This is an optimization exercise on Yosys and OpenROAD, whose aim is a short achievable clock period and few clock cycles, not a production implementation. Only simulation tests tie the RTL to the original design; equivalence was not proved. Power and IR drop assume default switching activity.

==> exp/sierra: inputs <==
## mips_pipe
module mips_pipe
(
  input  logic        clk,
  input  logic        rst_n,
  output logic [31:0] pc,
  input  logic [31:0] instr,
  output logic        memwrite,
  output logic [31:0] memaddr,
  output logic [31:0] memwritedata,
  input  logic [31:0] memreaddata
);
Settings: LEC_CHECK=0, CAP_MARGIN=20, CORE_MARGIN=2, CORE_UTILIZATION=50, CTS_CLUSTER_DIAMETER=100, CTS_CLUSTER_SIZE=20, SETUP_SLACK_MARGIN=5, SLEW_MARGIN=20, SYNTH_HIERARCHICAL=1, TNS_END_PERCENT=100; clock period 8.0 ns.
standard.sh (not shown) runs the stock make flow with config.mk's settings and CLKGATE_MAP_FILE= SYNTH_SCRIPT=/design/flow/synth_recipe.tcl, a recipe that flattens the netlist after the stock synthesis.
==> flow/flow/run.sh <==
#!/bin/bash
# The standard layout, except that the port buffers are a plain
# buffer cell (buffer_ports otherwise may pick a delay cell, which the
# resizer then keeps). Synthesis is the standard one, run on its own first.
set -euo pipefail
bash standard.sh synth > synth.log 2>&1
bash standard.sh "BUFFER_PORTS_ARGS=-buffer_cell sky130_fd_sc_hd__buf_4" finish > layout.log 2>&1
==> exp/umber (differences from exp/sierra) <==
--- a/flow/design.v
+++ b/flow/design.v
@@ -241,25 +241,28 @@
   logic [29:0] pc_q, pcn_q, pc_o;
   logic        d_valid;
   logic [31:0] d_instr;
   logic [29:0] d_pc4;         
   logic [29:0] d_target;      
   logic        d_pred;        
   logic [31:1] d_rs_oh, d_rt_oh;    
+  logic [31:1] d_rs_ohn, d_rt_ohn;  
   logic        d_byp1, d_byp2;      
   logic        e_regwrite;    
   logic        e_load;
   logic        e_store;
   logic        e_mp_eq;       
   logic        e_mp_ne;       
   logic        e_op_add, e_op_sub, e_op_and, e_op_or, e_op_slt;
   logic [4:0]  e_dst;
   logic [31:0] e_rd1, e_rd2, e_imm;
   logic [29:0] e_altpc;
   logic        e_a_rf, e_a_m, e_a_w;                    
+  logic        e_a_rfn, e_a_mn, e_a_wn, e_b_rfn, e_b_mn, e_b_wn;
+  logic        e_c_rfn, e_c_mn, e_c_wn, e_c_immn;
   logic        e_b_rf, e_b_m, e_b_w;                    
   logic        e_c_rf, e_c_m, e_c_w, e_c_imm;           
   logic        e_q_rr, e_q_1m, e_q_m2, e_q_1w, e_q_w2, e_q_mw, e_q_same;
   logic        m_regwrite, m_load;
   logic [4:0]  m_dst;
   logic [31:0] m_res, m_sdata;
   logic        w_regwrite;
@@ -317,34 +320,40 @@
   logic [31:0] d_rf1, d_rf2, d_rd1, d_rd2;
   always_comb
   begin
     d_rf1 = '0;
     d_rf2 = '0;
     for (int j = 1; j < 32; j++)
     begin
-      d_rf1 = d_rf1 | ({32{d_rs_oh[j]}} & regs[j]);
-      d_rf2 = d_rf2 | ({32{d_rt_oh[j]}} & regs[j]);
+      d_rf1 = d_rf1 | ({{16{~d_rs_ohn[j]}}, {16{d_rs_oh[j]}}} & regs[j]);
+      d_rf2 = d_rf2 | ({{16{~d_rt_ohn[j]}}, {16{d_rt_oh[j]}}} & regs[j]);
     end
   end
   assign d_rd1 = d_byp1 ? w_wdata : d_rf1;
   assign d_rd2 = d_byp2 ? w_wdata : d_rf2;
   logic d_a_m, d_a_w, d_a_rf, d_b_m, d_b_w, d_b_rf;
   assign d_a_m  = e_regwrite && e_dst == d_rs;
   assign d_a_w  = !d_a_m && m_regwrite && m_dst == d_rs;
   assign d_a_rf = !d_a_m && !d_a_w;
   assign d_b_m  = e_regwrite && e_dst == d_rt;
   assign d_b_w  = !d_b_m && m_regwrite && m_dst == d_rt;
   assign d_b_rf = !d_b_m && !d_b_w;
   logic [31:0] a, bv, ba, sum_add, sum_sub, res;
   logic        co_add, co_sub;
   logic        slt, eq, mispredict;
-  assign a  = ({32{e_a_rf}} & e_rd1) | ({32{e_a_m}} & m_res) | ({32{e_a_w}} & w_fwd);
-  assign bv = ({32{e_b_rf}} & e_rd2) | ({32{e_b_m}} & m_res) | ({32{e_b_w}} & w_fwd);
-  assign ba = ({32{e_c_rf}} & e_rd2) | ({32{e_c_m}} & m_res) | ({32{e_c_w}} & w_fwd) |
-              ({32{e_c_imm}} & e_imm);
+  assign a  = ({{16{~e_a_rfn}}, {16{e_a_rf}}} & e_rd1) |
+              ({{16{~e_a_mn}},  {16{e_a_m}}}  & m_res) |
+              ({{16{~e_a_wn}},  {16{e_a_w}}}  & w_fwd);
+  assign bv = ({{16{~e_b_rfn}}, {16{e_b_rf}}} & e_rd2) |
+              ({{16{~e_b_mn}},  {16{e_b_m}}}  & m_res) |
+              ({{16{~e_b_wn}},  {16{e_b_w}}}  & w_fwd);
+  assign ba = ({{16{~e_c_rfn}},  {16{e_c_rf}}}  & e_rd2) |
+              ({{16{~e_c_mn}},   {16{e_c_m}}}   & m_res) |
+              ({{16{~e_c_wn}},   {16{e_c_w}}}   & w_fwd) |
+              ({{16{~e_c_immn}}, {16{e_c_imm}}} & e_imm);
   prefix_add #(.W(32), .CIN(1'b0)) u_add (.a(a), .b(ba),  .s(sum_add), .co(co_add));
   prefix_add #(.W(32), .CIN(1'b1)) u_sub (.a(a), .b(~bv), .s(sum_sub), .co(co_sub));
   assign slt     = (a[31] != bv[31]) ? a[31] : sum_sub[31];
   assign res     = ({32{e_op_add}} & sum_add) | ({32{e_op_sub}} & sum_sub) |
                    ({32{e_op_and}} & (a & bv)) | ({32{e_op_or}} & (a | bv)) |
                    {31'b0, e_op_slt & slt};
   logic eq_rr, eq_1m, eq_m2, eq_1w, eq_w2, eq_mw;
@@ -394,16 +403,18 @@
     begin
       d_instr  <= instr;
       d_pc4    <= pc4;
       d_target <= f_target;
       d_pred   <= f_taken;
       for (int j = 1; j < 32; j++)
       begin
-        d_rs_oh[j] <= instr[25:21] == 5'(j);
-        d_rt_oh[j] <= instr[20:16] == 5'(j);
+        d_rs_oh[j]  <= instr[25:21] == 5'(j);
+        d_rt_oh[j]  <= instr[20:16] == 5'(j);
+        d_rs_ohn[j] <= instr[25:21] != 5'(j);
+        d_rt_ohn[j] <= instr[20:16] != 5'(j);
       end
     end
   end
   always_ff @(posedge clk)
   begin
     if (!rst_n || mispredict || stall)
     begin
@@ -430,14 +441,24 @@
     e_op_or  <= d_rtype && d_for;
     e_op_slt <= d_rtype && d_fslt;
     e_dst    <= d_dst;
     e_rd1    <= d_rd1;
     e_rd2    <= d_rd2;
     e_imm    <= d_imm;
     e_altpc  <= d_pred ? d_pc4 : d_target;
+    e_a_rfn  <= !d_a_rf;
+    e_a_mn   <= !d_a_m;
+    e_a_wn   <= !d_a_w;
+    e_b_rfn  <= !d_b_rf;
+    e_b_mn   <= !d_b_m;
+    e_b_wn   <= !d_b_w;
+    e_c_rfn  <= !(d_b_rf && d_rtype);
+    e_c_mn   <= !(d_b_m && d_rtype);
+    e_c_wn   <= !(d_b_w && d_rtype);
+    e_c_immn <= d_rtype;
     e_a_rf   <= d_a_rf;
     e_a_m    <= d_a_m;
     e_a_w    <= d_a_w;
     e_b_rf   <= d_b_rf;
     e_b_m    <= d_b_m;
     e_b_w    <= d_b_w;
     e_c_rf   <= d_b_rf && d_rtype;
@@ -475,15 +496,15 @@
   end
   logic [31:0] m_addr;
   always_ff @(posedge clk)
   begin
     if (!rst_n)
       m_addr <= '0;
     else
-      m_addr <= res;
+      m_addr <= sum_add;
   end
   assign memaddr      = m_addr;
   assign memwritedata = m_sdata;
   always_ff @(posedge clk)
   begin
     if (!rst_n)
       w_regwrite <= 1'b0;
==> flow/flow/run.sh (replaced) <==
#!/bin/bash
# The standard layout, except that
# * the port buffers are a plain buffer cell (buffer_ports otherwise may
#   pick a delay cell, which the resizer then keeps), and
set -euo pipefail
bash standard.sh synth > synth.log 2>&1
bash standard.sh "BUFFER_PORTS_ARGS=-buffer_cell sky130_fd_sc_hd__buf_4" \
  SETUP_SLACK_MARGIN=5.6 TNS_END_PERCENT=30 finish > layout.log 2>&1
==> results.txt <==
- The run finished with no timing, DRC or antenna violations.
- The number of global-route vias before repair is between 50000 and 60000.
* Power in combinational cells: 3.34 mW
- Worst-path fanout max: 16
* GR Util met2: 58.3%
* Number of core rows: around 140
- The path with the worst hold slack has its endpoint at e_imm[6]$_DFF_P_.
- For this design the total switching power over the nets is 5.57 mW.
* Post-layout util: between 50% and 60%
That was exp/sierra.
==> results.txt <==
- The flow ran to the end and the layout has no timing, DRC or antenna violations.
- Following the worst setup path forward leads to its endpoint at m_res[21]$_DFF_P_.
- Number of global-route vias before repair: 57400
- Post-layout util: around three fifths
- Power in combinational cells: 4.17 mW
* Post-route insts no fill: about 9000
- Final-layout setup total negative slack: 0 ns
- In the global route stage, met2 resource usage came out at 61.6%.
- Layout clock buffers: 116
- Switching power: between 6 and 7 mW
- The floorplan has between 100 and 150 rows.
* Worst-path fanout max: 3
- Global routing used 43.6% of the available tracks across all layers.
- FF+latch area: 44700 sq um
That was exp/umber.
Testbench counts of exp/sierra, summed over its fixed seeds: cycles 31,930.
Testbench counts of exp/umber, summed over its fixed seeds: cycles 31,930.

==> re-timing with driven ports <==
In the flow no input, the clock included, has a driving cell. The finished layouts below were timed again as built, in two steps.
Step 1 assumes that a clkbuf_16 drives the clock port and a buf_2 every other input.
Step 2, shift: input delay + t, output delay - t, t = (earliest + latest rising clock arrival at the registers) / 2. This alone moves slack from input paths to output paths.
Slacks: no drivers / after step 1 / after step 2; pairs: no drivers / after step 1.
run | t (ns) | slack for setup (ns) | cell pins on the clock port's net
exp/sierra | 0.837 | 4.852 / 4.852 / 4.282 | 1
exp/umber | 0.843 | 4.870 / 4.870 / 4.134 | 1
After both steps setup and hold are still met in every run listed. For exp/umber, which loses most, drivers alone change the setup slack by 0.000 ns; drivers and shift together by -0.736 ns.
